From an optimization exercise on the open Yosys and OpenROAD flow, aimed at small area, a short achievable clock period and few clock cycles per item; shortcuts taken in it are not production practice. In this exercise RTL edits were held to simulation tests only and were not proved equivalent to the original.

## harbor
==> flow/design.v (excerpt) <==
module aes_inv_top (
  input  logic                clk_sys,
  input  logic                rst_n,
  input  logic                req,
  input  logic [127:0]        cipher_text,
  input  logic [127:0]        key_last,
  output logic                ack,
  output logic [127:0]        plain_text
);
Size: about 5700 cells after synthesis, about 270 flip-flops, about 42000 sq um of cells after synthesis.
clock: 8.0 ns
lec_check: 0
cap_margin: 20
core_margin: 2
core_utilization: 65
cts_buf_list: sky130_fd_sc_hd__clkbuf_8
setup_slack_margin: 1.75
slew_margin: 20
standard.sh (not shown) runs the stock make flow with config.mk's settings and CLKGATE_MAP_FILE= SYNTH_SCRIPT=/design/flow/synth_recipe.tcl, a recipe that flattens the netlist after the stock synthesis.
==> flow/flow/run.sh <==
#!/bin/bash
# Own layout flow: the standard layout (standard.sh, unchanged steps and
# settings), except that Yosys's ABC maps the logic with flow/abc.script
# instead of ORFS's abc_speed.script, and the port buffers that global
# placement inserts on every input and output are buf_1 cells, and timing-
# driven global placement weights the 30% most critical nets instead of 10%.
# Registers
# come from dfflibmap before ABC, so they are the standard synthesis's.
set -euo pipefail
W=$(pwd)
sed 's#log_cmd abc {\*}\$abc_args#log_cmd abc {*}[lreplace $abc_args 1 1 '"$W"'/flow/abc.script]#' \
  "$FLOW_HOME/scripts/synth.tcl" > "$W/flow_synth_orfs.tcl"
grep -q "flow/abc.script" "$W/flow_synth_orfs.tcl"
sed "s#\$::env(SCRIPTS_DIR)/synth.tcl#$W/flow_synth_orfs.tcl#" "$W/synth_recipe.tcl" > "$W/flow_synth.tcl"
grep -q "flow_synth_orfs.tcl" "$W/flow_synth.tcl"
bash standard.sh SYNTH_SCRIPT="$W/flow_synth.tcl" \
  "BUFFER_PORTS_ARGS=-buffer_cell sky130_fd_sc_hd__buf_1" \
  "GLOBAL_PLACEMENT_ARGS=-timing_driven_nets_percentage 30" finish > "$W/standard.log" 2>&1
==> flow/flow/abc.script <==
strash
dc2
resub -K 8
dc2
dch -f
map -a
topo
stime -c
buffer -c
upsize -c
dnsize -c
harbor: done, clean on timing, DRC and antenna
Testbench counts of harbor, summed over its fixed seeds: cycles 4,216, blocks 384.
For zinc, these inputs were changed with respect to harbor:
# harbor
export LEC_CHECK = 0
export CAP_MARGIN = 20
export CORE_MARGIN = 2
export CORE_UTILIZATION = 65
export CTS_BUF_LIST = sky130_fd_sc_hd__clkbuf_8
export SETUP_SLACK_MARGIN = 1.75
export SLEW_MARGIN = 20
create_clock -name core_clock -period 8.0 [get_ports {clk_sys}]
# zinc
export LEC_CHECK = 0
export CAP_MARGIN = 20
export CORE_MARGIN = 2
export CORE_UTILIZATION = 65
export CTS_BUF_LIST = sky130_fd_sc_hd__clkbuf_8
export SETUP_SLACK_MARGIN = 1.5
export SLEW_MARGIN = 20
create_clock -name core_clock -period 8.0 [get_ports {clk_sys}]
-- flow/flow/run.sh --
<<< harbor, line 17
  "BUFFER_PORTS_ARGS=-buffer_cell sky130_fd_sc_hd__buf_1" \
  "GLOBAL_PLACEMENT_ARGS=-timing_driven_nets_percentage 30" finish > "$W/standard.log" 2>&1
>>> zinc, line 17
  "BUFFER_PORTS_ARGS=-buffer_cell sky130_fd_sc_hd__buf_1" \
  "GLOBAL_PLACEMENT_ARGS=-timing_driven_nets_percentage 50" finish > "$W/standard.log" 2>&1
==> comparison <==
zinc finished every step from synthesis to the final layout, and the layout passed the timing, design-rule and antenna checks. Per the comparison of zinc with harbor, via density per instance decreased 0.046, clock-buffer cell count went up by 12, count of vias placed by the detailed router saw a decrease. Between harbor and zinc, the net count of the finished layout is higher for harbor. On hold slack, harbor and zinc are basically level.


Starting RTL as in the previous note.
clock: 8.0 ns
lec_check: 0
cap_margin: 20
core_margin: 2
core_utilization: 65
cts_buf_list: sky130_fd_sc_hd__clkbuf_8
setup_slack_margin: 2.0
slew_margin: 20
==> flow/flow/run.sh <==
#!/bin/bash
# Own layout flow: the standard layout (standard.sh, unchanged steps and
# settings), except that Yosys's ABC maps the logic with flow/abc.script
# instead of ORFS's abc_speed.script, and the port buffers that global
# placement inserts on every input and output are buf_1 cells, and timing-
# driven global placement weights the 30% most critical nets instead of 10%.
# Registers
# come from dfflibmap before ABC, so they are the standard synthesis's.
set -euo pipefail
W=$(pwd)
sed 's#log_cmd abc {\*}\$abc_args#log_cmd abc {*}[lreplace $abc_args 1 1 '"$W"'/flow/abc.script]#' \
  "$FLOW_HOME/scripts/synth.tcl" > "$W/flow_synth_orfs.tcl"
grep -q "flow/abc.script" "$W/flow_synth_orfs.tcl"
sed "s#\$::env(SCRIPTS_DIR)/synth.tcl#$W/flow_synth_orfs.tcl#" "$W/synth_recipe.tcl" > "$W/flow_synth.tcl"
grep -q "flow_synth_orfs.tcl" "$W/flow_synth.tcl"
bash standard.sh SYNTH_SCRIPT="$W/flow_synth.tcl" \
  "BUFFER_PORTS_ARGS=-buffer_cell sky130_fd_sc_hd__buf_1" \
  "GLOBAL_PLACEMENT_ARGS=-timing_driven_nets_percentage 30" finish > "$W/standard.log" 2>&1
Scripts as last shown in full above: flow/flow/abc.script
The first run reached the layout checks and failed them: max-capacitance violations, max-slew violations.
Testbench counts at the start, summed over its fixed seeds: cycles 4,216, blocks 384.
Edit:
- CORE_UTILIZATION: 65 -> 60
- SETUP_SLACK_MARGIN: 2.0 -> 1.5
Effect:
- This time the run finished with timing, DRC and antenna clean
- utilization goes down by 16 points
- first-iteration DRC count went down by 37%


aes_inv_top again, from the RTL that the note above started with.
clock: 8.0 ns
lec_check: 0
cap_margin: 20
core_margin: 2
core_utilization: 70
cts_buf_list: sky130_fd_sc_hd__clkbuf_8
setup_slack_margin: 1.5
slew_margin: 20
Scripts as last shown in full above: flow/flow/run.sh, flow/flow/abc.script
Testbench counts at the start, summed over its fixed seeds: cycles 4,216, blocks 384.
Next try:
- CORE_UTILIZATION: 70 -> 65
=> The changed run finished with timing, DRC and antenna clean; final area rises by 0.33%; setup slack barely changes; utilization falls by 5.0 points; synthesized area stays the same; die area rises by 7.6%; flip-flop and latch count does not change; clock skew falls by 0.018 ns; first-iteration DRC count falls by 5.0%.

==> afterwards: timing with drivers on the ports <==
In the flow no input, the clock included, has a driving cell. The finished layouts below were timed again as built, in two steps. Step 1 sets driving cells, clkbuf_16 on the clock port and buf_2 on the other inputs (assumed; they add their load-dependent delay and slew). Step 2 also shifts input and output timing later by t, the mid clock arrival at the registers, as if the neighbouring blocks saw the same clock. Three values: ideal ports, drivers, drivers and shift; two values: the first two.
| run | t, ns | slack for setup (ns) | hold WS [ns] | worst slew at a driven data input, ns | cell pins on the clock port's net |
|---|---|---|---|---|---|
| harbor | 0.731 | 1.900 / 1.900 / 1.227 | 0.470 / 0.470 / 0.470 | 0.08 | 1 |
| zinc | 0.736 | 1.749 / 1.749 / 1.078 | 0.469 / 0.469 / 0.469 | 0.12 | 1 |
| the first run of note 2 | 0.734 | 1.691 / 1.691 / 1.384 | 0.457 / 0.457 / 0.457 | 0.09 | 1 |
| the second run of note 2 | 0.732 | 1.728 / 1.728 / 1.078 | 0.464 / 0.464 / 0.464 | 0.15 | 1 |
| the first run of note 3 | 0.740 | 1.743 / 1.743 / 1.145 | 0.478 / 0.478 / 0.478 | 0.05 | 1 |
| the second run of note 3 | 0.731 | 1.742 / 1.742 / 1.093 | 0.471 / 0.471 / 0.471 | 0.07 | 1 |
For harbor, which loses most, drivers alone change the setup slack by 0.000 ns; drivers and shift together by -0.673 ns.
